Source: an optimization exercise on an open RTL-to-GDS flow (aim: small area, a short achievable clock period and few clock cycles per item). Production flows keep margins and buffers that such runs may drop. In this exercise RTL edits were held to simulation tests only and were not proved equivalent to the original.

## run.sh

```bash
#!/bin/bash
# synth_recipe.tcl (not shown) runs the flow's synth.tcl, then flattens the netlist and writes it again
# the make line also repeats each setting of config.mk as NAME=value (left out here)
make -C /OpenROAD-flow-scripts/flow DESIGN_CONFIG=/design/flow/config.mk WORK_HOME=/design/flow/orfs CLKGATE_MAP_FILE= SYNTH_SCRIPT=/design/flow/synth_recipe.tcl finish
```

## config.mk

```make
export PLATFORM = sky130hd
export DESIGN_NAME = radix_digit_converter_core
export DESIGN_NICKNAME = radix_digit_converter_core
export VERILOG_FILES = /design/flow/design.v
export SDC_FILE = /design/flow/constraint.sdc
export NUM_CORES = 4
export LEC_CHECK = 0
export CAP_MARGIN = 20
export CORE_MARGIN = 2
export CORE_UTILIZATION = 40
export SLEW_MARGIN = 20
```

## constraint.sdc

```tcl
create_clock -name core_clock -period 9.0 [get_ports {clk_i}]
set_input_delay 1.8000 -clock core_clock [delete_from_list [all_inputs] [get_ports {clk_i}]]
set_output_delay 1.8000 -clock core_clock [all_outputs]
set_load 0.01 [all_outputs]
```

## design.v

```verilog
package rdc_pkg;
  localparam int unsigned VALUE_BITS_DEF = 63;
  localparam int unsigned MAX_DIGITS_DEF = 64;
  localparam int unsigned BASE_W  = 9;
  localparam int unsigned DIGIT_W = 8;
  localparam logic [BASE_W-1:0] BASE_RESET = 9'd10;
endpackage
module radix_digit_converter_core #(
  parameter int unsigned VALUE_BITS = rdc_pkg::VALUE_BITS_DEF,
  parameter int unsigned MAX_DIGITS = rdc_pkg::MAX_DIGITS_DEF
) (
  input  logic                  clk_i,
  input  logic                  rst_ni,
  input  logic                  cfg_we_i,
  input  logic [rdc_pkg::BASE_W-1:0]     cfg_wdata_i,
  input  logic                  in_valid_i,
  output logic                  in_ready_o,
  input  logic [VALUE_BITS-1:0] value_i,
  output logic                  out_valid_o,
  input  logic                  out_ready_i,
  output logic [rdc_pkg::DIGIT_W-1:0]    digit_o,
  output logic                  last_digit_o
);
  localparam int NST = 4;    
  localparam logic [2:0] ST_IDLE = 3'd0;
  localparam logic [2:0] ST_P2   = 3'd1;   
  localparam logic [2:0] ST_DD   = 3'd2;   
  localparam logic [2:0] ST_DIV  = 3'd3;   
  localparam logic [2:0] ST_SOUT = 3'd4;   
  logic [8:0] cfg_q;
  logic [8:0] beff;
  always_ff @(posedge clk_i or negedge rst_ni) begin
    if (!rst_ni) begin
      cfg_q <= rdc_pkg::BASE_RESET;
    end else if (cfg_we_i) begin
      cfg_q <= cfg_wdata_i;
    end
  end
  always_comb begin
    beff = cfg_q;
    if (cfg_q < 9'd2) begin
      beff = 9'd2;
    end else if (cfg_q > 9'd256) begin
      beff = 9'd256;
    end
  end
  logic [2:0]  state_q, state_d;
  logic [62:0] v_q, v_d;           
  logic [63:0] w_q, w_d;           
  logic [79:0] s_q, s_d;           
  logic [8:0]  b_q, b_d;
  logic [1:0]  pw_q, pw_d;         
  logic        byte_q, byte_d;     
  logic [5:0]  pp_q, pp_d;         
  logic        lead_q, lead_d;     
  logic [3:0]  cp_q, cp_d;         
  logic        first_q, first_d;   
  logic [3:0]  vtop_q, vtop_d;     
  logic [5:0]  ntop_q, ntop_d;     
  logic [5:0]  k_q, k_d;           
  logic [5:0]  remd_q, remd_d;     
  logic        pass1_q, pass1_d;
  logic [4:0]  rp_q, rp_d;         
  logic [4:0]  pops_q, pops_d;     
  logic        ov_q, ov_d;
  logic [7:0]  dig_q, dig_d;
  logic        last_q, last_d;
  logic       sv_q [NST];          
  logic       sf_q [NST];          
  logic [5:0] sp_q [NST];          
  logic [7:0] sr_q [NST];          
  logic       sz_q [NST];          
  logic       sb_q [NST];          
  logic       sv_d [NST];
  logic       sf_d [NST];
  logic [5:0] sp_d [NST];
  logic [7:0] sr_d [NST];
  logic       sz_d [NST];
  logic       sb_d [NST];
  logic adv;
  assign adv = !ov_q || out_ready_i;
  assign in_ready_o   = (state_q == ST_IDLE);
  assign out_valid_o  = ov_q;
  assign digit_o      = dig_q;
  assign last_digit_o = last_q;
  logic [3:0] in_top;      
  always_comb begin
    in_top = '0;
    for (int c = 0; c < 16; c++) begin
      if (((64'(value_i) >> (4 * c)) & 64'hf) != 64'd0) in_top = 4'(c);
    end
  end
  logic [5:0] oct_start;
  always_comb begin
    logic [5:0] t;
    t = {in_top, 2'b11};
    oct_start = 6'd0;
    for (int i = 0; i < 21; i++) begin
      if (6'(3 * i) <= t) oct_start = 6'(3 * i);
    end
  end
  logic [7:0] w_win;       
  logic [3:0] ptr_c;
  assign ptr_c = (state_q == ST_P2) ? pp_q[5:2] : cp_q;
  assign w_win = 8'(w_q >> {ptr_c, 2'b00});
  logic       w_bit;       
  assign w_bit = w_q[sp_q[0]];
  logic [3:0] s_hi, s_lo;
  logic [4:0] s_ptr;
  logic [4:0] s_top;
  always_comb begin
    s_top = '0;
    for (int i = 0; i < 20; i++) begin
      if (s_q[4*i +: 4] != 4'd0) s_top = 5'(i);
    end
  end
  assign s_ptr = (first_q && !byte_q && b_q == 9'd10) ? s_top : rp_q;
  assign s_hi  = 4'(s_q >> {s_ptr, 2'b00});
  assign s_lo  = 4'(s_q >> {s_ptr[4:1], 3'b000});
  function automatic logic [3:0] dd_corr(input logic [3:0] d);
    dd_corr = (d >= 4'd5) ? 4'(d + 4'd3) : d;
  endfunction
  logic [79:0] dd_next;
  always_comb begin
    logic [79:0] t;
    dd_next = first_q ? 80'd0 : s_q;
    for (int j = 3; j >= 0; j--) begin
      for (int i = 0; i < 20; i++) t[4*i +: 4] = dd_corr(dd_next[4*i +: 4]);
      dd_next = {t[78:0], w_win[j]};
    end
  end
  logic       st_q    [NST];       
  logic [7:0] st_r    [NST];       
  logic       st_z    [NST];       
  logic       st_zin  [NST];       
  always_comb begin
    for (int s = 0; s < NST; s++) begin
      logic [8:0] t, d;
      logic       n;
      logic [7:0] rin;
      rin       = sf_q[s] ? 8'd0 : sr_q[s];
      st_zin[s] = sf_q[s] ? 1'b0 : sz_q[s];
      t = {rin, (s == 0) ? w_bit : sb_q[s]};
      {n, d} = {1'b0, t} - {1'b0, b_q};
      st_q[s] = !n;
      st_r[s] = n ? t[7:0] : d[7:0];
      st_z[s] = st_zin[s] | !n;
    end
  end
  logic       fin;
  logic [7:0] fin_dig;
  logic       fin_zero;      
  logic       fin_lastst;    
  always_comb begin
    fin        = 1'b0;
    fin_dig    = '0;
    fin_zero   = 1'b0;
    fin_lastst = 1'b0;
    for (int s = 0; s < NST; s++) begin
      if (sv_q[s] && sp_q[s] == 6'd0) begin
        fin        = 1'b1;
        fin_dig    = st_r[s];
        fin_zero   = !st_z[s];
        fin_lastst = (s == NST - 1);
      end
    end
  end
  always_comb begin
    logic [5:0] kn;
    logic [5:0] cap;
    state_d = state_q;
    v_d     = v_q;
    w_d     = w_q;
    s_d     = s_q;
    b_d     = b_q;
    pw_d    = pw_q;
    byte_d  = byte_q;
    pp_d    = pp_q;
    lead_d  = lead_q;
    cp_d    = cp_q;
    first_d = first_q;
    vtop_d  = vtop_q;
    ntop_d  = ntop_q;
    k_d     = k_q;
    remd_d  = remd_q;
    pass1_d = pass1_q;
    rp_d    = rp_q;
    pops_d  = pops_q;
    ov_d    = ov_q && !out_ready_i;
    dig_d   = dig_q;
    last_d  = last_q;
    kn  = k_q + 6'd1;
    cap = byte_q ? 6'd10 : 6'd20;
    for (int s = 0; s < NST; s++) begin
      sr_d[s] = sr_q[s];
      sz_d[s] = sz_q[s];
      if (sv_q[s]) begin
        sr_d[s] = st_r[s];
        sz_d[s] = st_z[s];
      end
    end
    sv_d[0] = sv_q[0] && (sp_q[0] != 6'd0);
    sf_d[0] = 1'b0;
    sp_d[0] = sp_q[0] - 6'd1;
    sb_d[0] = 1'b0;
    for (int s = 1; s < NST; s++) begin
      sv_d[s] = sv_q[s-1] && (state_q == ST_DIV);
      sf_d[s] = sf_q[s-1];
      sp_d[s] = sp_q[s-1];
      sb_d[s] = st_q[s-1];
    end
    if (state_q != ST_DIV) sv_d[0] = 1'b0;
    if (sv_q[NST-1]) begin
      w_d[sp_q[NST-1]] = st_q[NST-1];
      if (st_q[NST-1] && !st_zin[NST-1]) ntop_d = sp_q[NST-1];
    end
    case (state_q)
      ST_IDLE: begin
        v_d     = value_i;
        w_d     = 64'(value_i);
        b_d     = beff;
        byte_d  = (beff > 9'd16);
        vtop_d  = in_top;
        cp_d    = in_top;
        first_d = 1'b1;
        lead_d  = 1'b1;
        k_d     = '0;
        pass1_d = 1'b1;
        if (beff == 9'd2) begin
          pw_d = 2'd0;
          pp_d = {in_top, 2'b11};
        end else if (beff == 9'd8) begin
          pw_d = 2'd1;
          pp_d = oct_start;
        end else begin
          pw_d = 2'd2;
          pp_d = {in_top, 2'b00};
        end
        if (in_valid_i) begin
          if (beff == 9'd2 || beff == 9'd8 || beff == 9'd16) begin
            state_d = ST_P2;
          end else if (beff == 9'd10) begin
            state_d = ST_DD;
          end else begin
            state_d = ST_DIV;
            sv_d[0] = 1'b1;
            sf_d[0] = 1'b1;
            sp_d[0] = {in_top, 2'b11};
          end
        end
      end
      ST_P2: begin
        logic [3:0] dg;
        logic [5:0] step;
        case (pw_q)
          2'd0:    dg = {3'd0, w_win[pp_q[1:0]]};
          2'd1:    dg = {1'b0, 3'(w_win >> pp_q[1:0])};
          default: dg = w_win[3:0];
        endcase
        case (pw_q)
          2'd0:    step = 6'd1;
          2'd1:    step = 6'd3;
          default: step = 6'd4;
        endcase
        if (lead_q && dg == 4'd0 && pp_q != 6'd0) begin
          pp_d = pp_q - step;
        end else if (adv) begin
          ov_d   = 1'b1;
          dig_d  = {4'd0, dg};
          last_d = (pp_q == 6'd0);
          lead_d = 1'b0;
          pp_d   = pp_q - step;
          if (pp_q == 6'd0) state_d = ST_IDLE;
        end
      end
      ST_DD: begin
        s_d     = dd_next;
        first_d = 1'b0;
        cp_d    = cp_q - 4'd1;
        if (cp_q == 4'd0) begin
          first_d = 1'b1;
          state_d = ST_SOUT;
        end
      end
      ST_DIV: begin
        if (fin) begin
          k_d = kn;
          if (byte_q) s_d = {fin_dig, s_q[79:8]};
          else        s_d = {fin_dig[3:0], s_q[79:4]};
          if ((pass1_q && fin_zero) || (!pass1_q && kn == remd_q)) begin
            if (pass1_q) remd_d = kn;
            rp_d    = 5'd19;
            pops_d  = 5'((kn > cap) ? cap : kn);
            first_d = 1'b0;
            state_d = ST_SOUT;
          end else if (fin_lastst) begin
            sv_d[0] = 1'b1;
            sf_d[0] = 1'b1;
            sp_d[0] = st_zin[NST-1] ? ntop_q : 6'd0;
          end
        end
      end
      ST_SOUT: begin
        if (adv) begin
          ov_d    = 1'b1;
          first_d = 1'b0;
          if (b_q == 9'd10) begin
            dig_d  = {4'd0, s_hi};
            last_d = (s_ptr == 5'd0);
            rp_d   = s_ptr - 5'd1;
            if (s_ptr == 5'd0) state_d = ST_IDLE;
          end else begin
            dig_d  = byte_q ? {s_hi, s_lo} : {4'd0, s_hi};
            last_d = (remd_q == 6'd1);
            remd_d = remd_q - 6'd1;
            pops_d = pops_q - 5'd1;
            rp_d   = byte_q ? (rp_q - 5'd2) : (rp_q - 5'd1);
            if (remd_q == 6'd1) begin
              state_d = ST_IDLE;
            end else if (pops_q == 5'd1) begin
              w_d     = 64'(v_q);
              k_d     = '0;
              pass1_d = 1'b0;
              state_d = ST_DIV;
              sv_d[0] = 1'b1;
              sf_d[0] = 1'b1;
              sp_d[0] = {vtop_q, 2'b11};
            end
          end
        end
      end
      default: state_d = ST_IDLE;
    endcase
  end
  always_ff @(posedge clk_i or negedge rst_ni) begin
    if (!rst_ni) begin
      state_q <= ST_IDLE;
      ov_q    <= 1'b0;
      for (int s = 0; s < NST; s++) sv_q[s] <= 1'b0;
    end else begin
      state_q <= state_d;
      ov_q    <= ov_d;
      for (int s = 0; s < NST; s++) sv_q[s] <= sv_d[s];
    end
  end
  always_ff @(posedge clk_i) begin
    v_q     <= v_d;
    w_q     <= w_d;
    s_q     <= s_d;
    b_q     <= b_d;
    pw_q    <= pw_d;
    byte_q  <= byte_d;
    pp_q    <= pp_d;
    lead_q  <= lead_d;
    cp_q    <= cp_d;
    first_q <= first_d;
    vtop_q  <= vtop_d;
    ntop_q  <= ntop_d;
    k_q     <= k_d;
    remd_q  <= remd_d;
    pass1_q <= pass1_d;
    rp_q    <= rp_d;
    pops_q  <= pops_d;
    dig_q   <= dig_d;
    last_q  <= last_d;
    for (int s = 0; s < NST; s++) begin
      sf_q[s] <= sf_d[s];
      sp_q[s] <= sp_d[s];
      sr_q[s] <= sr_d[s];
      sz_q[s] <= sz_d[s];
      sb_q[s] <= sb_d[s];
    end
  end
endmodule
```

==> results.yml, run 1 <==
clocking:
  clock_sinks: 357
  htree_levels: 2
  cts_made_buffers: 43
  clkTransAtPathRegs_ns: 0.06
  cts-resized-gates: 0
  cts-root-buf: "clkbuf_16"
  clockBufferDepth: 3
  cts_hold_buf: 0
  cts_tree: "built"
  cts_setup_buffers: 0
  clk_latency_ns: 0.59
timing:
  fmax_ghz: 0.1444
  fin_setup_tns_ns: 0
  fin_skew_ns: 0.03426
  finalSetupViolCount: 0
  maxSlewHeadroom_pct: 25.39
  finalCriticalPeriod_ns: 6.924
  hold_violations: 0
  rsz0062_at_grt: "false"
  slew_viol_final: 0
  period_share_pct: 76.93
  worst_pin_slew_ns: 1.119
floorplanning:
  die_area_sq_um: 78500
  start_util_pct: 40.31
  core_sq_um: 75700
  die_height_um: 280.2
  rows: 101
  pin_count: 88
  die_w_um: 280.2
route:
  detail-route-antenna-nets: 0
  vias: 26295
  dr.pass1.iters: 6
  drcViolationCount: 0
  viasPerCell: 5.894
  drtIter0Drc: 2188
  wire_per_inst_um: 20.22
  drt_wl_total_mm: 90.21
critical_path:
  max_stage_delay_ns: 0.65
  crit_required_ns: 9.41
  crit_type: "reg -> reg"
  crit_fanout: 17
  cp-end-kind: "flop"
  slowest_stage: "nor3b_4"
  worstPathCellList: "nor3b_4 -> inv_2 -> a21oi_2 -> nand2_1 -> a311oi_1 -> nor3_1 -> nor2_1 -> inv_1 -> ha_1 -> nand2b_1 -> a21oi_1 -> or4_1 -> nand4_1 -> inv_1 -> ha_1 -> nor2b_1 -> o21a_1 -> o22ai_1 -> o31ai_2 -> ha_1 -> nor2b_1 -> o21ai_0 -> mux2_2 -> o21ai_1"
  critPathArrivalTime_ns: 7.33
  critPathLaunchType: "flop"
  path_common_cell: "ha_1"
logic_synthesis:
  ys_types: 94
  synthArstFlopShare_pct: 4.762
  avgSynthCellArea_sq_um: 8.833
  ys.flop_type: "edfxtp_1"
  synth-xor-area-share_pct: 3.933
  synth-simple-area-share_pct: 16.97
  synth_adder_area_share_pct: 9.309
  synth_enable_flop_cells: 245
  ys_ff_latch: 357
  synth-compound-area-share_pct: 19.84
  syn_nets: 3755
  muxShareOfSynthArea_pct: 13.04
  synth-seq-area-share_pct: 31.75
  yosys_warnings: 17
  syn_area_sq_um: 30510
  synth_top_family_by_area: "compound AO/OA/AOI/OAI gates"
  syn_inst: 3454
global_routing:
  antenna_found_initial: 2
  grt_usage_pct: 22.36
  grt_max_degree: 105
  grt_pass1_wl_mm: 139.5
  grt_pass1_vias: 24458
  overflow: 0
finish:
  layout.nets: 3749
  multi_input_area_sq_um: 19300
  fillers: 7263
  antenna_cells: 0
  final_cells: 4461
  drive_above_1_share_pct: 8.470
  syn2layout_area_growth_pct: 10.85
  regArea_sq_um: 9689
run_status:
  status: "finished clean"
place:
  dp_cells: 4380
  portBuffers: 87
  place_congestion: 1.001
  dp_hpwl_mm: 66.85
hold_path:
  min_path_type: "reg -> reg"
flow_run:
  cap_violations: 0
## area by class of cell
type | count | share of cell area, %
clock buffers | 64 | 3.873
clock inverters | 16 | 0.7325
inverters | 228 | 2.538
multi-input cells | 2692 | 57.08
flip-flops and latches | 357 | 28.65
well taps | 978 | 3.618
repair buffers | 126 | 3.511
## metal layers
layer	part of all wire, %	vias to the layer above	routed length (um)	GRT usage, %
met5	0	-	0	0
met4	3.3	0	2993	7.541
li1	-	12669	-	-
met2	44	875	39870	35.09
met1	46	12568	41560	31.72
met3	6.4	183	5785	2.790
## placed cells by master (no fill, tap or decap), types with 14 or more instances in the layout
master / n
dfxtp_1: 94
ha_1: 219
and3_1: 24
nor3b_1: 14
o21ai_0: 219
nand4_1: 18
nand3_1: 37
nor2_1: 230
dfrtp_1: 14
o31ai_1: 27
nand2_1: 320
or3_1: 16
o21ai_1: 16
and2_1: 35
nand2b_1: 88
a21o_1: 29
mux2_2: 83
o22ai_1: 42
clkdlybuf4s50_1: 87
a2111o_1: 17
mux4_2: 36
nor2b_1: 106
xor2_1: 50
clkbuf_16: 47
xnor2_1: 87
buf_4: 37
o21a_1: 20
inv_1: 222
a21oi_1: 261
a32oi_1: 22
nor3_1: 66
a31oi_1: 21
edfxtp_1: 245
o211ai_1: 32
mux2i_1: 222
nor4_1: 38
a211oi_1: 89
## state kept, by name, indices dropped and copies added, names as in the netlist, 4 cells and up
name,flops
sp_q,24
v_q,63
pops_q,5
k_q,6
remd_q,6
sz_q,4
b_q,9
cp_q,4
vtop_q,4
pp_q,6
sf_q,4
ntop_q,6
cfg_q,9
dig_q,8
s_q,80
sr_q,32
w_q,64
sv_q,4
rp_q,5
## synthesized netlist by cell type, types with 22 or more instances
cell      instances  area share, %
mux2i_1         222            7.3
nand3_1          37           0.61
nor2b_1         106            2.2
clkbuf_1        137            1.7
a21o_1           29           0.71
and3_1           24           0.49
a21oi_1         261            4.3
nor4_1           38           0.78
edfxtp_1        245             24
nand2b_1         88            1.8
inv_1           224            2.8
and2_1           36           0.74
o31ai_1          27           0.66
a211oi_1         89            2.2
mux4_2           36            2.7
xnor2_1          87            2.5
ha_1            219            9.0
nor3_1           66            1.1
a32oi_1          22           0.63
xor2_1           50            1.4
dfxtp_1          95            6.2
nor2_1          235            2.9
o21ai_0         219            3.6
mux2_2           83            3.1
o22ai_1          43           0.88
o211ai_1         32           0.79
nand2_1         322            4.0
## final timing paths
kind                             from          to  slack, ns  cells after the start
min                        sp_q[2][2]  sp_q[3][2]       0.35                      0
max                        state_q[0]      s_q[6]       2.08                     24
min in group asynchronous      rst_ni  state_q[1]       1.72                      1
min reg2reg                sp_q[2][2]  sp_q[3][2]       0.35                      0
max in group asynchronous      rst_ni  state_q[2]       6.70                      1
max reg2reg                state_q[0]      s_q[6]       2.08                     24
## metrics by stage
stage               area (sq um)  hold WS (ns)  util, %  setup slack, ns
CTS                        33780        0.3512    44.63            2.214
global route               33820        0.3624    44.68            1.597
floorplan                  30510        0.3258        -            2.822
global placement           32220        0.3346    42.57            2.421
detailed placement         32220        0.3431    42.57            2.263
finish                     33820        0.3481    44.68            2.076
## critical path, delay by kind of cell (launching register included)
family,cells,cell delay [ns]
DFF,1,0.63
AOI/OAI and AO/OA,8,2.14
muxes,1,0.38
adders and majority gates,3,0.69
buffers and inverters,3,0.50
and+or+nand+nor,9,2.41
## kinds of logic (layout without fill, tap and decap cells)
group / after synthesis / after routing
multiplexers: 342 / 342
flip-flops: 357 / 357
XOR/XNOR: 137 / 137
adder cells (fa/ha/maj): 224 / 224
buffers and inverters: 405 / 434
AO/OA/AOI/OAI: 937 / 937
AND/OR/NAND/NOR: 1052 / 1052
Testbench counts, summed over its fixed seeds: cycles 10,776, digits 4,076.
==> run 2, diff against run 1 <==
--- a/design.v
+++ b/design.v
@@ -53,7 +53,7 @@
   logic        byte_q, byte_d;     
   logic [5:0]  pp_q, pp_d;         
   logic        lead_q, lead_d;     
-  logic [3:0]  cp_q, cp_d;         
+  logic [4:0]  cp_q, cp_d;         
   logic        first_q, first_d;   
   logic [3:0]  vtop_q, vtop_d;     
   logic [5:0]  ntop_q, ntop_d;     
@@ -101,7 +101,7 @@
   end
   logic [7:0] w_win;       
   logic [3:0] ptr_c;
-  assign ptr_c = (state_q == ST_P2) ? pp_q[5:2] : cp_q;
+  assign ptr_c = (state_q == ST_P2) ? pp_q[5:2] : cp_q[4:1];
   assign w_win = 8'(w_q >> {ptr_c, 2'b00});
   logic       w_bit;       
   assign w_bit = w_q[sp_q[0]];
@@ -123,10 +123,12 @@
   logic [79:0] dd_next;
   always_comb begin
     logic [79:0] t;
-    dd_next = first_q ? 80'd0 : s_q;
-    for (int j = 3; j >= 0; j--) begin
+    logic [1:0] g;
+    g = cp_q[0] ? w_win[3:2] : w_win[1:0];
+    dd_next = s_q;
+    for (int j = 1; j >= 0; j--) begin
       for (int i = 0; i < 20; i++) t[4*i +: 4] = dd_corr(dd_next[4*i +: 4]);
-      dd_next = {t[78:0], w_win[j]};
+      dd_next = {t[78:0], g[j]};
     end
   end
   logic       st_q    [NST];       
@@ -221,7 +223,8 @@
         b_d     = beff;
         byte_d  = (beff > 9'd16);
         vtop_d  = in_top;
-        cp_d    = in_top;
+        cp_d    = {in_top, 1'b1};
+        s_d     = '0;
         first_d = 1'b1;
         lead_d  = 1'b1;
         k_d     = '0;
@@ -276,8 +279,8 @@
       ST_DD: begin
         s_d     = dd_next;
         first_d = 1'b0;
-        cp_d    = cp_q - 4'd1;
-        if (cp_q == 4'd0) begin
+        cp_d    = cp_q - 5'd1;
+        if (cp_q == 5'd0) begin
           first_d = 1'b1;
           state_d = ST_SOUT;
         end
--- a/config.mk
+++ b/config.mk
@@ -5,6 +5,7 @@
 export SDC_FILE = /design/flow/constraint.sdc
 export NUM_CORES = 4
 export LEC_CHECK = 0
+export ABC_AREA = 1
 export CAP_MARGIN = 20
 export CORE_MARGIN = 2
 export CORE_UTILIZATION = 40
==> run 2 against run 1 <==
Net effect: design area down 16%; routed wire length shrank 8.7%; clock skew is 0.0047 ns lower; die area decreased by 16%; cell count down 3.9%; setup slack improved by 1.6 ns; critical path type unchanged.
==> results.yml, run 2 <==
logic_synthesis:
  synth-seq-area-share_pct: 37.98
  yosys-top-cells-count: "nand2_1 (645), o21ai_0 (530), inv_1 (446), nor2_1 (261), edfxtp_1 (246)"
  syn_inst: 3392
  synth_top_cell_area_share_pct: 28.87
  syn_area_sq_um: 25590
  ys.flop_type: "edfxtp_1"
  synth.most_common_cell: "nand2_1"
  synthArstFlopShare_pct: 4.749
  ys_types: 66
  yosysTopAreaCell: "edfxtp_1"
  ys_ff_latch: 358
  yosys_warnings: 17
  ys_top_cells_by_area: "edfxtp_1 (29%), o21ai_0 (10%), nand2_1 (9.5%), dfxtp_1 (7.4%), ha_1 (7.3%)"
  syn_nets: 3624
  avgSynthCellArea_sq_um: 7.543
  synth_enable_flop_cells: 246
critical_path:
  max_stage_delay_ns: 0.72
  setup.worst_path.end: "remd_q[2]"
  reg2reg_to: "remd_q[2]"
  cp-end-kind: "flop"
  path_common_cell: "nand3_1"
  critPathArrivalTime_ns: 5.62
  path_delay_family: "simple AND/OR/NAND/NOR gates"
  path_buf_inv: 5
  critPathLaunchType: "flop"
  crit_required_ns: 9.27
  worst_r2r_startpoint: "sp_q[0][0]"
  reg2regPathDepth: 26
  crit_fanout: 37
  slowest_stage: "dfxtp_2"
  path_depth: 26
  crit_type: "reg -> reg"
  regToRegSetupSlack_ns: 3.65
  critPathLaunch: "sp_q[0][0]"
global_routing:
  grt_pass1_wl_mm: 127.1
  antenna_found_initial: 0
  grt_pass1_vias: 22056
  overflow: 0
  grt_max_degree: 99
  grt_usage_pct: 24.39
finish:
  layout_commonest_cell: "nand2_1"
  syn2layout_area_growth_pct: 11.42
  layout.nets: 3642
  utilization_pct: 45.11
  drive_above_1_share_pct: 4.270
  largest_reg_flops: 80
  reg_top3: "s_q: 80 flops, w_q: 64 flops, v_q: 63 flops"
  final_cell_mix: "nand2_1 (645), o21ai_0 (530), inv_1 (446), nor2_1 (258), edfxtp_1 (246)"
  fillers: 6388
  antenna_cells: 0
  regMostFlops: "s_q"
floorplanning:
  die_area_sq_um: 66010
  core_sq_um: 63200
  start_util_pct: 40.49
  die_w_um: 256.9
  pin_count: 88
  rows: 92
  die_height_um: 256.9
timing:
  period_share_pct: 59.49
  timing.hold.ws_ns: 0.3399
  maxSlewHeadroom_pct: 22.35
  rsz0062_at_grt: "false"
  finalCriticalPeriod_ns: 5.354
  finalSetupViolCount: 0
  fin_skew_ns: 0.02952
  fin_setup_tns_ns: 0
  fmax_ghz: 0.1868
  worst_pin_slew_ns: 1.154
  hold_violations: 0
  slew_viol_final: 0
place:
  portBuffers: 87
  place_congestion: 0.9799
  dp_hpwl_mm: 60.64
clocking:
  clkTransAtPathRegs_ns: 0.07
  cts_tree: "built"
  htree_levels: 2
  clk_latency_ns: 0.61
  clockBufferDepth: 3
  cts-resized-gates: 0
  clock_sinks: 358
  cts_setup_buffers: 0
  cts_hold_buf: 0
  cts_made_buffers: 43
  cts-root-buf: "clkbuf_16"
flow_run:
  cap_violations: 0
route:
  vias: 23826
  wire_per_inst_um: 19.21
  viasPerCell: 5.555
  dr.pass1.iters: 8
  drtIter0Drc: 2427
  detail-route-antenna-nets: 0
  drcViolationCount: 0
  drt_wl_total_mm: 82.39
hold_path:
  min_path_type: "reg -> reg"
  min-delay-start: "sp_q[2][3]"
run_status:
  status: "finished clean"
==> run 2: cell types whose count changed after synthesis, sizes merged, moves of 64 or more <==
cell	previous run	this run
a21oi	262	175
nand2b	88	0
o21ai	236	550
ha	219	150
nand2	322	653
mux2	84	0
inv	225	453
nand3	37	151
a211oi	90	7
mux2i	222	1
nor2b	106	0
xnor2	87	23
==> run 2: how the worst min path moves through the flow <==
stage                       to  cells after the start
finish              sp_q[3][3]                      0
global route        sp_q[3][3]                      0
CTS                 sp_q[3][3]                      0
detailed placement  sp_q[2][2]                      0
global placement    sp_q[3][1]                      0
floorplan              sf_q[1]                      0
==> run 2: layout make-up <==
| cell class | instances | area, sq um | share of cell area [%] |
|---|---|---|---|
| clock buffers | 51 | 1126 | 3.950 |
| clock inverters | 27 | 242.7 | 0.8514 |
| inverters | 458 | 1723 | 6.043 |
| multi-input cells | 2441 | 13610 | 47.74 |
| flip-flops and latches | 358 | 9719 | 34.09 |
| well taps | 846 | 1059 | 3.713 |
| repair buffers | 108 | 1028 | 3.607 |
==> run 2: cell families (layout without fill, tap and decap cells) <==
group                      Yosys count  in the layout  synth area share, %
and+or+nand+nor                   1165           1165                18.97
AOI/OAI and AO/OA                 1036           1036                23.45
buffers and inverters              593            644                8.963
DFF                                358            358                37.98
adders and majority gates          155            155                7.726
xor gates and xnor gates            84             84                2.875
muxes                                1              1              0.03912
==> run 2: through the flow <==
step | setup WS [ns] | instance area, sq um | std cells
2_1_floorplan | 2.884 | 25590 | 3392
3_3_place_gp | 3.341 | 27140 | 4211
3_5_place_dp | 3.224 | 27140 | 4211
4_1_cts | 3.192 | 28510 | 4289
5_1_grt | 3.073 | 28510 | 4289
6_report | 3.646 | 28510 | 4289
==> run 2: routing by layer <==
layer  GRT usage [%]  vias to the layer above  routed length (um)
met5               0                        -                   0
met3           2.896                      140                5001
li1                -                    11758                   -
met1           34.55                    11109               37970
met2           38.42                      819               36730
met4           8.543                        0                2684
Testbench counts of run 2, summed over its fixed seeds: cycles 11,975, digits 4,076.
==> run 3, diff against run 2 <==
--- a/config.mk
+++ b/config.mk
@@ -5,7 +5,6 @@
 export SDC_FILE = /design/flow/constraint.sdc
 export NUM_CORES = 4
 export LEC_CHECK = 0
-export ABC_AREA = 1
 export CAP_MARGIN = 20
 export CORE_MARGIN = 2
 export CORE_UTILIZATION = 40
==> run 3 against run 2 <==
Net effect: setup slack got worse by 0.76 ns; global-route usage decreased by 0.59 points; highest routed layer is now met5; cell count decreased by 19%; still clean on timing, DRC and antenna; clock-buffer cell count increased by 8; die area decreased by 1.4%; critical path type unchanged; synthesized cell count decreased by 24%; sequential share of layout area increased by 0.29 points; register-to-register slack got worse by 0.76 ns.
==> results.yml, run 3 <==
logic_synthesis:
  synthArstFlopShare_pct: 4.749
  ys_ff_latch: 358
  muxShareOfSynthArea_pct: 13.44
  synth-simple-area-share_pct: 14.02
  synth-seq-area-share_pct: 38.54
  ys_types: 88
  synth_adder_area_share_pct: 7.880
  synth-compound-area-share_pct: 17.84
  synth_top_family_by_area: "compound AO/OA/AOI/OAI gates"
  yosysTopAreaCell: "edfxtp_1"
  ys_top_cells_by_area: "edfxtp_1 (29%), dfxtp_1 (7.5%), ha_1 (7.4%), mux2i_1 (7.3%), o21ai_0 (3.8%)"
  synth_top_cell_area_share_pct: 29.30
  synth.most_common_cell: "edfxtp_1"
  synth_enable_flop_cells: 246
  yosys-top-cells-count: "edfxtp_1 (246), o21ai_0 (192), mux2i_1 (184), inv_1 (164), a21oi_1 (160)"
  syn_inst: 2579
  syn_nets: 2811
  ys.flop_type: "edfxtp_1"
  avgSynthCellArea_sq_um: 9.777
  yosys_warnings: 17
  syn_area_sq_um: 25210
  synth-xor-area-share_pct: 3.682
global_routing:
  grt_pass1_vias: 20194
  grt_busiest_layer: "met2"
  grt_max_degree: 87
  gr-usage-met2_pct: 38.91
  use_met1_pct: 32.70
  use_met3_pct: 3.071
  antenna_found_initial: 1
  grt_pass1_wl_mm: 120.1
  overflow: 0
  grt_usage_pct: 23.80
finish:
  layout_commonest_cell: "edfxtp_1"
  syn2layout_area_growth_pct: 12.11
  regMostFlops: "s_q"
  layout.nets: 2838
  reg_top3: "s_q: 80 flops, w_q: 64 flops, v_q: 63 flops"
  multi_input_area_sq_um: 14370
  antenna_cells: 0
  regArea_sq_um: 9718
  drive_above_1_share_pct: 8.826
  fillers: 5819
  final_cell_mix: "edfxtp_1 (246), o21ai_0 (192), mux2i_1 (184), inv_1 (164), a21oi_1 (158)"
  largest_reg_flops: 80
floorplanning:
  rows: 92
  pin_count: 88
  die_area_sq_um: 65060
  die_height_um: 255.1
  die_w_um: 255.1
  start_util_pct: 40.19
  core_sq_um: 62740
clocking:
  cts_setup_buffers: 0
  cts_made_buffers: 42
  htree_levels: 2
  cts_hold_buf: 0
  clock_sinks: 358
  cts_tree: "built"
  clk_latency_ns: 0.59
  cts-root-buf: "clkbuf_16"
  clockBufferDepth: 3
  clkTransAtPathRegs_ns: 0.06
  cts-resized-gates: 0
place:
  portBuffers: 87
  place_congestion: 0.9587
  dp_worst_setup_slack_ns: 2.888
  dp_hpwl_mm: 57.17
timing:
  fin_skew_ns: 0.03272
  worst_pin_slew_ns: 1.118
  period_share_pct: 67.90
  hold_violations: 0
  finalSetupViolCount: 0
  rsz0062_at_grt: "false"
  fmax_ghz: 0.1636
  fin_setup_tns_ns: 0
  timing.hold.ws_ns: 0.3461
  maxSlewHeadroom_pct: 25.48
  finalCriticalPeriod_ns: 6.111
  worst_slack_ns: 2.889
  slew_viol_final: 0
critical_path:
  critPathArrivalTime_ns: 6.32
  critPathLaunchType: "flop"
  max_stage_delay_ns: 0.91
  crit_fanout: 19
  worstPathCellList: "mux4_2 -> mux4_2 -> mux2_2 -> o21ai_0 -> ha_1 -> nor2b_1 -> o21a_1 -> o21ai_0 -> a211oi_1 -> or2_2 -> a2111oi_0 -> o31a_1 -> o31ai_1 -> buf_4 -> a211oi_1"
  crit_type: "reg -> reg"
  cp-end-kind: "flop"
  crit_required_ns: 9.21
  reg2regPathDepth: 15
  slowest_stage: "dfxtp_1"
flow_run:
  cap_violations: 0
route:
  drtIter0Drc: 2251
  drt_wl_total_mm: 78.39
  drcViolationCount: 0
  detail-route-antenna-nets: 0
  dr.pass1.iters: 8
  viasPerCell: 6.062
  wire_per_inst_um: 22.49
  vias: 21133
hold_path:
  min_path_type: "reg -> reg"
  hold-path-cell-count: 0
run_status:
  status: "finished clean"
-- run 3: cell count changes after synthesis, sizes merged, moves of 55 or more --
| cell | delta |
|---|---|
| inv | -285 |
| mux2i | +183 |
| o211ai | -60 |
| nor2 | -133 |
| xnor2 | +63 |
| nor2b | +67 |
| mux2 | +55 |
| o21ai | -353 |
| nand2 | -503 |
| nand3 | -124 |
-- run 3: routing by layer --
layer | share of wire, % | wire length (um)
met1 | 44 | 34500
met2 | 46 | 36330
met3 | 6.6 | 5147
met4 | 3.1 | 2407
met5 | 0.0026 | 2
-- run 3: path summary, 6_finish.rpt --
path,start,to,slack (ns)
max in group asynchronous,rst_ni,state_q[2],6.71
worst max-delay path,sp_q[0][1],rp_q[3],2.89
worst min-delay path,sp_q[2][3],sp_q[3][3],0.35
min in group asynchronous,rst_ni,cfg_q[0],1.73
worst max register to register,sp_q[0][1],rp_q[3],2.89
worst min register to register,sp_q[2][3],sp_q[3][3],0.35
-- run 3: kinds of logic (layout without fill, tap and decap cells) --
kind of cell | count (synthesis) | in the layout
AO/OA/AOI/OAI | 711 | 711
XOR/XNOR | 106 | 106
adder cells (fa/ha/maj) | 156 | 156
buffers and inverters | 298 | 359
flip-flops | 358 | 358
multiplexers | 280 | 280
AND/OR/NAND/NOR | 670 | 670
-- run 3: layout make-up --
class                           count  share of cell area [%]
Clock buffer                       59                   4.347
Tap cell                          846                   3.745
Sequential cell                   358                   34.38
Clock inverter                     19                  0.6861
Timing Repair Buffer              113                   3.771
Inverter                          168                   2.231
Multi-Input combinational cell   1923                   50.84
-- run 3: critical path, delay by kind of cell (launching register included) --
| kind | cells | cell delay (ns) |
|---|---|---|
| compound gates | 8 | 2.45 |
| buf+inv | 1 | 0.22 |
| simple gates | 2 | 0.50 |
| mux | 3 | 1.33 |
| fa+ha+maj | 1 | 0.29 |
| flops | 1 | 0.91 |
-- run 3: metrics by stage --
stage / utilization (%) / std cells / instance area [sq um]
after floorplan: - / 2579 / 25210
final: 45.06 / 3486 / 28270
after global placement: 42.79 / 3408 / 26840
after global routing: 45.06 / 3486 / 28270
after CTS: 45.06 / 3486 / 28270
after detailed placement: 42.79 / 3408 / 26840
==> run 4, diff against run 3 <==
--- a/design.v
+++ b/design.v
@@ -65,6 +65,12 @@
   logic        ov_q, ov_d;
   logic [7:0]  dig_q, dig_d;
   logic        last_q, last_d;
+  logic       rv_q, rv_d;          
+  logic       rf_q, rf_d;          
+  logic [5:0] rpos_q, rpos_d;      
+  logic       lz_q, lz_d;          
+  logic       iss_q, iss_d;        
+  logic       done_q, done_d;      
   logic       sv_q [NST];          
   logic       sf_q [NST];          
   logic [5:0] sp_q [NST];          
@@ -104,7 +110,7 @@
   assign ptr_c = (state_q == ST_P2) ? pp_q[5:2] : cp_q[4:1];
   assign w_win = 8'(w_q >> {ptr_c, 2'b00});
   logic       w_bit;       
-  assign w_bit = w_q[sp_q[0]];
+  assign w_bit = w_q[rpos_q];
   logic [3:0] s_hi, s_lo;
   logic [4:0] s_ptr;
   logic [4:0] s_top;
@@ -142,7 +148,7 @@
       logic [7:0] rin;
       rin       = sf_q[s] ? 8'd0 : sr_q[s];
       st_zin[s] = sf_q[s] ? 1'b0 : sz_q[s];
-      t = {rin, (s == 0) ? w_bit : sb_q[s]};
+      t = {rin, sb_q[s]};
       {n, d} = {1'b0, t} - {1'b0, b_q};
       st_q[s] = !n;
       st_r[s] = n ? t[7:0] : d[7:0];
@@ -201,20 +207,28 @@
         sz_d[s] = st_z[s];
       end
     end
-    sv_d[0] = sv_q[0] && (sp_q[0] != 6'd0);
-    sf_d[0] = 1'b0;
-    sp_d[0] = sp_q[0] - 6'd1;
-    sb_d[0] = 1'b0;
+    rv_d    = rv_q && (rpos_q != 6'd0) && (state_q == ST_DIV);
+    rf_d    = 1'b0;
+    rpos_d  = rpos_q - 6'd1;
+    lz_d    = lz_q;
+    iss_d   = iss_q;
+    done_d  = done_q;
+    sv_d[0] = rv_q && (state_q == ST_DIV);
+    sf_d[0] = rf_q;
+    sp_d[0] = rpos_q;
+    sb_d[0] = w_bit;
     for (int s = 1; s < NST; s++) begin
       sv_d[s] = sv_q[s-1] && (state_q == ST_DIV);
       sf_d[s] = sf_q[s-1];
       sp_d[s] = sp_q[s-1];
       sb_d[s] = st_q[s-1];
     end
-    if (state_q != ST_DIV) sv_d[0] = 1'b0;
     if (sv_q[NST-1]) begin
       w_d[sp_q[NST-1]] = st_q[NST-1];
-      if (st_q[NST-1] && !st_zin[NST-1]) ntop_d = sp_q[NST-1];
+      if (st_q[NST-1] && !st_zin[NST-1]) begin
+        ntop_d = sp_q[NST-1];
+        lz_d   = 1'b1;
+      end
     end
     case (state_q)
       ST_IDLE: begin
@@ -227,6 +241,9 @@
         s_d     = '0;
         first_d = 1'b1;
         lead_d  = 1'b1;
+        lz_d    = 1'b0;
+        iss_d   = 1'b0;
+        done_d  = 1'b0;
         k_d     = '0;
         pass1_d = 1'b1;
         if (beff == 9'd2) begin
@@ -246,9 +263,9 @@
             state_d = ST_DD;
           end else begin
             state_d = ST_DIV;
-            sv_d[0] = 1'b1;
-            sf_d[0] = 1'b1;
-            sp_d[0] = {in_top, 2'b11};
+            rv_d    = 1'b1;
+            rf_d    = 1'b1;
+            rpos_d  = {in_top, 2'b11};
           end
         end
       end
@@ -286,20 +303,37 @@
         end
       end
       ST_DIV: begin
-        if (fin) begin
-          k_d = kn;
-          if (byte_q) s_d = {fin_dig, s_q[79:8]};
-          else        s_d = {fin_dig[3:0], s_q[79:4]};
-          if ((pass1_q && fin_zero) || (!pass1_q && kn == remd_q)) begin
-            if (pass1_q) remd_d = kn;
-            rp_d    = 5'd19;
-            pops_d  = 5'((kn > cap) ? cap : kn);
-            first_d = 1'b0;
-            state_d = ST_SOUT;
-          end else if (fin_lastst) begin
-            sv_d[0] = 1'b1;
-            sf_d[0] = 1'b1;
-            sp_d[0] = st_zin[NST-1] ? ntop_q : 6'd0;
+        if (done_q) begin
+          if (pass1_q) remd_d = k_q;
+          rp_d    = 5'd19;
+          pops_d  = 5'((k_q > cap) ? cap : k_q);
+          first_d = 1'b0;
+          done_d  = 1'b0;
+          rv_d    = 1'b0;
+          state_d = ST_SOUT;
+        end else begin
+          if (fin) begin
+            k_d = kn;
+            if (byte_q) s_d = {fin_dig, s_q[79:8]};
+            else        s_d = {fin_dig[3:0], s_q[79:4]};
+            if ((pass1_q && fin_zero) || (!pass1_q && kn == remd_q)) begin
+              done_d = 1'b1;
+            end else if (fin_lastst) begin
+              iss_d = 1'b0;
+              if (!iss_q) begin
+                rv_d   = 1'b1;
+                rf_d   = 1'b1;
+                rpos_d = st_zin[NST-1] ? ntop_q : 6'd0;
+                lz_d   = 1'b0;
+              end
+            end
+          end
+          if (lz_q && !iss_q && !rv_q && pass1_q) begin
+            rv_d   = 1'b1;
+            rf_d   = 1'b1;
+            rpos_d = ntop_q;
+            lz_d   = 1'b0;
+            iss_d  = 1'b1;
           end
         end
       end
@@ -325,9 +359,11 @@
               k_d     = '0;
               pass1_d = 1'b0;
               state_d = ST_DIV;
-              sv_d[0] = 1'b1;
-              sf_d[0] = 1'b1;
-              sp_d[0] = {vtop_q, 2'b11};
+              rv_d    = 1'b1;
+              rf_d    = 1'b1;
+              rpos_d  = {vtop_q, 2'b11};
+              lz_d    = 1'b0;
+              iss_d   = 1'b0;
             end
           end
         end
@@ -339,10 +375,12 @@
     if (!rst_ni) begin
       state_q <= ST_IDLE;
       ov_q    <= 1'b0;
+      rv_q    <= 1'b0;
       for (int s = 0; s < NST; s++) sv_q[s] <= 1'b0;
     end else begin
       state_q <= state_d;
       ov_q    <= ov_d;
+      rv_q    <= rv_d;
       for (int s = 0; s < NST; s++) sv_q[s] <= sv_d[s];
     end
   end
@@ -366,6 +404,11 @@
     pops_q  <= pops_d;
     dig_q   <= dig_d;
     last_q  <= last_d;
+    rf_q    <= rf_d;
+    rpos_q  <= rpos_d;
+    lz_q    <= lz_d;
+    iss_q   <= iss_d;
+    done_q  <= done_d;
     for (int s = 0; s < NST; s++) begin
       sf_q[s] <= sf_d[s];
       sp_q[s] <= sp_d[s];
--- a/config.mk
+++ b/config.mk
@@ -5,7 +5,10 @@
 export SDC_FILE = /design/flow/constraint.sdc
 export NUM_CORES = 4
 export LEC_CHECK = 0
+export ABC_AREA = 1
 export CAP_MARGIN = 20
 export CORE_MARGIN = 2
 export CORE_UTILIZATION = 40
+export SETUP_SLACK_MARGIN = 4.5
 export SLEW_MARGIN = 20
+export TNS_END_PERCENT = 100
==> run 4 against run 3 <==
Net effect: still clean; core utilization is 0.25 points higher; hold slack lost 0.0065 ns; synthesized cell count increased by 34%; sequential share of layout area fell by 0.21 points; non-clock buffer count unchanged; largest cell class unchanged.
==> results.yml, run 4 <==
critical_path:
  critPathArrivalTime_ns: 2.51
  critPathLaunchType: "flop"
  regToRegSetupSlack_ns: 4.90
  reg2reg_to: "remd_q[5]"
  crit_fanout: 15
  worst_r2r_startpoint: "state_q[0]"
  crit_type: "reg -> out"
  crit_required_ns: 7.20
  cp-end-kind: "output port"
  reg2regPathDepth: 10
logic_synthesis:
  syn_area_sq_um: 26100
  ys_types: 70
  syn_nets: 3678
  synth_top_cell_area_share_pct: 28.54
  ys_top_cells_by_area: "edfxtp_1 (29%), o21ai_0 (9.9%), nand2_1 (9.4%), dfxtp_1 (8.0%), ha_1 (7.2%)"
  synth-seq-area-share_pct: 38.25
  synth.most_common_cell: "nand2_1"
  yosys_warnings: 17
  syn_inst: 3445
  yosysTopAreaCell: "edfxtp_1"
  synth_enable_flop_cells: 248
  synthArstFlopShare_pct: 4.865
  yosys-top-cells-count: "nand2_1 (652), o21ai_0 (518), inv_1 (435), nor2_1 (263), edfxtp_1 (248)"
  avgSynthCellArea_sq_um: 7.575
  ys_ff_latch: 370
  ys.flop_type: "edfxtp_1"
hold_path:
  min-delay-start: "sp_q[1][0]"
  min_path_type: "reg -> reg"
  hold-path-cell-count: 0
  holdPathEnd: "sp_q[2][0]"
floorplanning:
  core_sq_um: 64460
  die_area_sq_um: 67300
  pin_count: 88
  die_height_um: 259.4
  die_w_um: 259.4
  rows: 93
  start_util_pct: 40.48
flow_run:
  cap_violations: 0
finish:
  regMostFlops: "s_q"
  layout.nets: 3701
  antenna_cells: 0
  utilization_pct: 45.31
  regArea_sq_um: 9982
  final_cell_mix: "nand2_1 (652), o21ai_0 (517), inv_1 (432), nor2_1 (256), edfxtp_1 (248)"
  syn2layout_area_growth_pct: 11.92
  layout_commonest_cell: "nand2_1"
  reg_top3: "s_q: 80 flops, w_q: 64 flops, v_q: 63 flops"
  drive_above_1_share_pct: 5.020
  largest_reg_flops: 80
  fillers: 6554
  multi_input_area_sq_um: 13830
clocking:
  cts_hold_buf: 0
  clk_latency_ns: 0.61
  cts-root-buf: "clkbuf_16"
  cts_setup_buffers: 0
  cts_made_buffers: 46
  htree_levels: 2
  clkTransAtPathRegs_ns: 0.06
  cts_tree: "built"
  clockBufferDepth: 3
  clock_sinks: 370
route:
  detail-route-antenna-nets: 0
  viasPerCell: 5.528
  drt_wl_total_mm: 82.42
  dr.pass1.iters: 8
  vias: 24109
  drtIter0Drc: 2214
  wire_per_inst_um: 18.90
  drcViolationCount: 0
global_routing:
  grt_pass1_vias: 22665
  antenna_found_initial: 0
  grt_max_degree: 84
  grt_pass1_wl_mm: 129.0
  overflow: 0
  grt_usage_pct: 24.17
timing:
  hold_violations: 0
  period_share_pct: 47.93
  fin_setup_tns_ns: 0
  fmax_ghz: 0.2318
  worst_pin_slew_ns: 1.004
  fin_skew_ns: 0.02975
  maxSlewHeadroom_pct: 33.08
  finalCriticalPeriod_ns: 4.313
  finalSetupViolCount: 0
  rsz0062_at_grt: "true"
  slew_viol_final: 0
place:
  place_congestion: 0.9805
  portBuffers: 87
  dp_hpwl_mm: 60.43
run_status:
  status: "finished clean"
run 4: layer usage:
| layer | vias to the layer above | GRT usage (%) | wire length, um |
|---|---|---|---|
| met5 | - | 0 | 0 |
| met1 | 11218 | 33.19 | 37270 |
| met4 | 0 | 8.956 | 3093 |
| li1 | 11905 | - | - |
| met2 | 830 | 38.89 | 37180 |
| met3 | 156 | 3.085 | 4877 |
run 4: cells by family after synthesis:
kind of cell,count (synthesis),share of synthesized area (%)
simple gates,1195,19.11
compound gates,1041,23.02
buf+inv,595,9.004
flops,370,38.25
fa+ha+maj,156,7.623
xor+xnor,87,2.949
mux,1,0.04315
run 4: cell type report:
class                      count  share of cell area (%)
timing repair buffer         113                   3.662
multi-input combinational   2481                   47.33
clock buffer                  58                   4.271
sequential                   370                   34.17
tap                          855                   3.662
clock inverter                28                   1.002
inverter                     456                   5.894
run 4: critical path: stages, from the launching register on:
cell	delay (ns)
dfrtp_1	0.43
nor2_2	0.17
inv_1	0.10
nor2_4	0.50
clkdlybuf4s50_1	0.69
run 4: worst max path at each step:
stage | from | cells after the start | end | slack [ns]
global placement | value_i[36] | 11 | pp_q[0] | 4.10
global route | state_q[0] | 16 | pp_q[0] | 4.50
CTS | state_q[1] | 4 | in_ready_o | 4.65
finish | state_q[1] | 4 | in_ready_o | 4.69
floorplan | state_q[1] | 5 | in_ready_o | 5.01
detailed placement | value_i[37] | 11 | pp_q[0] | 4.04
run 4: per-stage QoR:
step                setup WS, ns  cell area, sq um  hold slack (ns)  instances
floorplan                  5.011             26100           0.3096       3445
global placement           4.104             27620           0.3301       4274
detailed placement         4.039             27620           0.3388       4274
CTS                        4.650             29180           0.3431       4360
global route               4.501             29210           0.3559       4361
finish                     4.687             29210           0.3396       4361
run 4: timing repair:
action	in CTS	in global routing
gates resized for setup	3	7
gates cloned	0	1
setup endpoints to repair	10	25
pin swaps	0	1
Testbench counts of run 4, summed over its fixed seeds: cycles 12,058, digits 4,076.
==> run 5, diff against run 4 <==
--- a/config.mk
+++ b/config.mk
@@ -9,6 +9,4 @@
 export CAP_MARGIN = 20
 export CORE_MARGIN = 2
 export CORE_UTILIZATION = 40
-export SETUP_SLACK_MARGIN = 4.5
 export SLEW_MARGIN = 20
-export TNS_END_PERCENT = 100
==> run 5 against run 4 <==
Net effect: still clean on timing, DRC and antenna; die area unchanged; global-route usage up 0.15 points; design area is essentially flat; clock-buffer cell count increased by 6; setup slack worse by 0.27 ns; clock skew rose by 0.017 ns; routed wire length about the same.
==> results.yml, run 5 <==
run_status:
  status: "finished clean"
finish:
  antenna_cells: 0
  layout.nets: 3704
  layout_commonest_cell: "nand2_1"
  syn2layout_area_growth_pct: 11.84
  final_cell_mix: "nand2_1 (652), o21ai_0 (518), inv_1 (433), nor2_1 (259), edfxtp_1 (248)"
  reg_top3: "s_q: 80 flops, w_q: 64 flops, v_q: 63 flops"
  drive_above_1_share_pct: 4.990
  largest_reg_flops: 80
  final_cells: 4362
  fillers: 6510
  regMostFlops: "s_q"
logic_synthesis:
  yosys-top-cells-count: "nand2_1 (652), o21ai_0 (518), inv_1 (435), nor2_1 (263), edfxtp_1 (248)"
  ys_ff_latch: 370
  synth_top_cell_area_share_pct: 28.54
  avgSynthCellArea_sq_um: 7.575
  yosysTopAreaCell: "edfxtp_1"
  syn_area_sq_um: 26100
  syn_nets: 3678
  synth_enable_flop_cells: 248
  synthArstFlopShare_pct: 4.865
  ys_types: 70
  synth-seq-area-share_pct: 38.25
  yosys_warnings: 17
  syn_inst: 3445
  ys.flop_type: "edfxtp_1"
  ys_top_cells_by_area: "edfxtp_1 (29%), o21ai_0 (9.9%), nand2_1 (9.4%), dfxtp_1 (8.0%), ha_1 (7.2%)"
  synth.most_common_cell: "nand2_1"
global_routing:
  antenna_found_initial: 0
  overflow: 0
  grt_pass1_wl_mm: 129.2
  grt_max_degree: 80
  grt_pass1_vias: 22786
  grt_usage_pct: 24.32
critical_path:
  path_buf_inv: 3
  worst_r2r_startpoint: "state_q[0]"
  crit_required_ns: 9.22
  worstPathCellList: "nand2_2 -> o21ai_4 -> buf_4 -> inv_4 -> o21ai_0 -> a21oi_1 -> o311ai_0 -> nand2_1 -> inv_1 -> o21ai_1 -> nand2_1 -> a21oi_1 -> a21oi_1 -> nor2_1 -> nand2_1 -> nand2_1 -> a21oi_1"
  slowest_stage: "a21oi_1"
  critPathArrivalTime_ns: 4.80
  cp-end-kind: "flop"
  max_stage_delay_ns: 0.74
  reg2regPathDepth: 17
  reg2reg_to: "dig_q[4]"
  crit_type: "reg -> reg"
  critPathLaunchType: "flop"
  crit_fanout: 50
  path_delay_family: "compound AO/OA/AOI/OAI gates"
  regToRegSetupSlack_ns: 4.42
route:
  dr.pass1.iters: 6
  drcViolationCount: 0
  wire_per_inst_um: 18.89
  drtIter0Drc: 2015
  detail-route-antenna-nets: 0
  viasPerCell: 5.491
  drt_wl_total_mm: 82.42
  vias: 23953
place:
  dp_cells: 4278
  place_congestion: 0.9778
  portBuffers: 87
  dp_hpwl_mm: 61.08
timing:
  finalSetupViolCount: 0
  worst_pin_slew_ns: 1.036
  fin_setup_tns_ns: 0
  hold_violations: 0
  fin_skew_ns: 0.04715
  rsz0062_at_grt: "false"
  finalCriticalPeriod_ns: 4.580
  fmax_ghz: 0.2183
  slew_viol_final: 0
  maxSlewHeadroom_pct: 30.97
  period_share_pct: 50.89
clocking:
  cts_setup_buffers: 0
  clkTransAtPathRegs_ns: 0.06
  cts-resized-gates: 0
  cts-root-buf: "clkbuf_16"
  htree_levels: 2
  clk_latency_ns: 0.62
  clockBufferDepth: 3
  cts_made_buffers: 46
  clock_sinks: 370
  cts_tree: "built"
  cts_hold_buf: 0
hold_path:
  min_path_type: "reg -> reg"
  hold-path-cell-count: 0
  min-delay-start: "sp_q[1][1]"
  holdPathEnd: "sp_q[2][1]"
floorplanning:
  pin_count: 88
  start_util_pct: 40.48
  die_area_sq_um: 67300
  core_sq_um: 64460
  die_w_um: 259.4
  die_height_um: 259.4
  rows: 93
flow_run:
  cap_violations: 0
-- run 5: cell counts after synthesis --
Identical to the previous run, type by type.
-- run 5: per-layer routing --
metal	part of all wire (%)	vias up	GRT usage, %
li1	-	11918	-
met1	45	11096	32.74
met2	44	762	38.44
met3	5.9	177	3.613
met4	4.9	0	11.37
met5	0	-	0
-- run 5: kinds of logic after synthesis --
| kind of cell | synth area share [%] |
|---|---|
| buffers and inverters | 9.004 |
| multiplexers | 0.04315 |
| XOR/XNOR | 2.949 |
| AO/OA/AOI/OAI | 23.02 |
| AND/OR/NAND/NOR | 19.11 |
| adder cells (fa/ha/maj) | 7.623 |
| flip-flops | 38.25 |
-- run 5: cell type report --
cell class                 count  area, sq um  area share [%]
timing repair buffer         117         1096           3.755
inverter                     456         1715           5.877
multi-input combinational   2480        13790           47.25
clock inverter                20        212.7          0.7287
tap                          855         1070           3.665
sequential                   370         9982           34.20
clock buffer                  64         1321           4.527
-- run 5: worst max path at each step --
stage | endpoint | cells past startpoint | start | slack (ns)
after floorplan | in_ready_o | 5 | state_q[1] | 3.77
after detailed placement | pp_q[0] | 11 | value_i[36] | 4.03
final | dig_q[4] | 17 | state_q[0] | 4.42
after global routing | dig_q[6] | 17 | state_q[0] | 3.94
after CTS | dig_q[5] | 17 | state_q[0] | 4.48
after global placement | pp_q[0] | 11 | value_i[36] | 4.05
-- run 5: metrics by stage --
stage | instance area (sq um) | setup slack, ns | util, % | hold WS, ns
2_1_floorplan | 26100 | 3.774 | - | 0.3096
3_3_place_gp | 27650 | 4.054 | 42.90 | 0.3383
3_5_place_dp | 27650 | 4.034 | 42.90 | 0.3377
4_1_cts | 29190 | 4.483 | 45.28 | 0.3470
5_1_grt | 29190 | 3.943 | 45.28 | 0.3485
6_report | 29190 | 4.420 | 45.28 | 0.3460

## afterwards: timing with drivers on the ports
How much do the figures lean on ideal ports? The routed layouts below were timed once more, with nothing changed but the port constraints.
Step 1, drivers: a clkbuf_16 drives clk_i and a buf_2 each remaining input, both assumed.
Step 2 also shifts input and output timing later by t, the mid clock arrival at the registers, as if the neighbouring blocks saw the same clock.
Slacks: ideal ports / drivers / drivers and shift; pairs: ideal ports / drivers.
run | shift t [ns] | setup WS [ns] | worst register clock-pin slew, ns | worst data-port slew with drivers (ns) | cell pins on the clock port's net
run 1 | 0.635 | 2.076 / 2.076 / 2.076 | 0.07 / 0.07 | 0.04 | 1
run 2 | 0.655 | 3.646 / 3.646 / 3.646 | 0.07 / 0.07 | 0.04 | 1
run 3 | 0.639 | 2.889 / 2.889 / 2.889 | 0.07 / 0.07 | 0.08 | 1
run 4 | 0.647 | 4.687 / 4.631 / 4.247 | 0.06 / 0.06 | 0.05 | 1
run 5 | 0.658 | 4.420 / 4.420 / 4.021 | 0.06 / 0.06 | 0.05 | 1
After both steps every run listed still meets setup and hold. The setup slack of run 4, which loses most, moves by -0.056 ns with the drivers and by -0.440 ns with both steps.
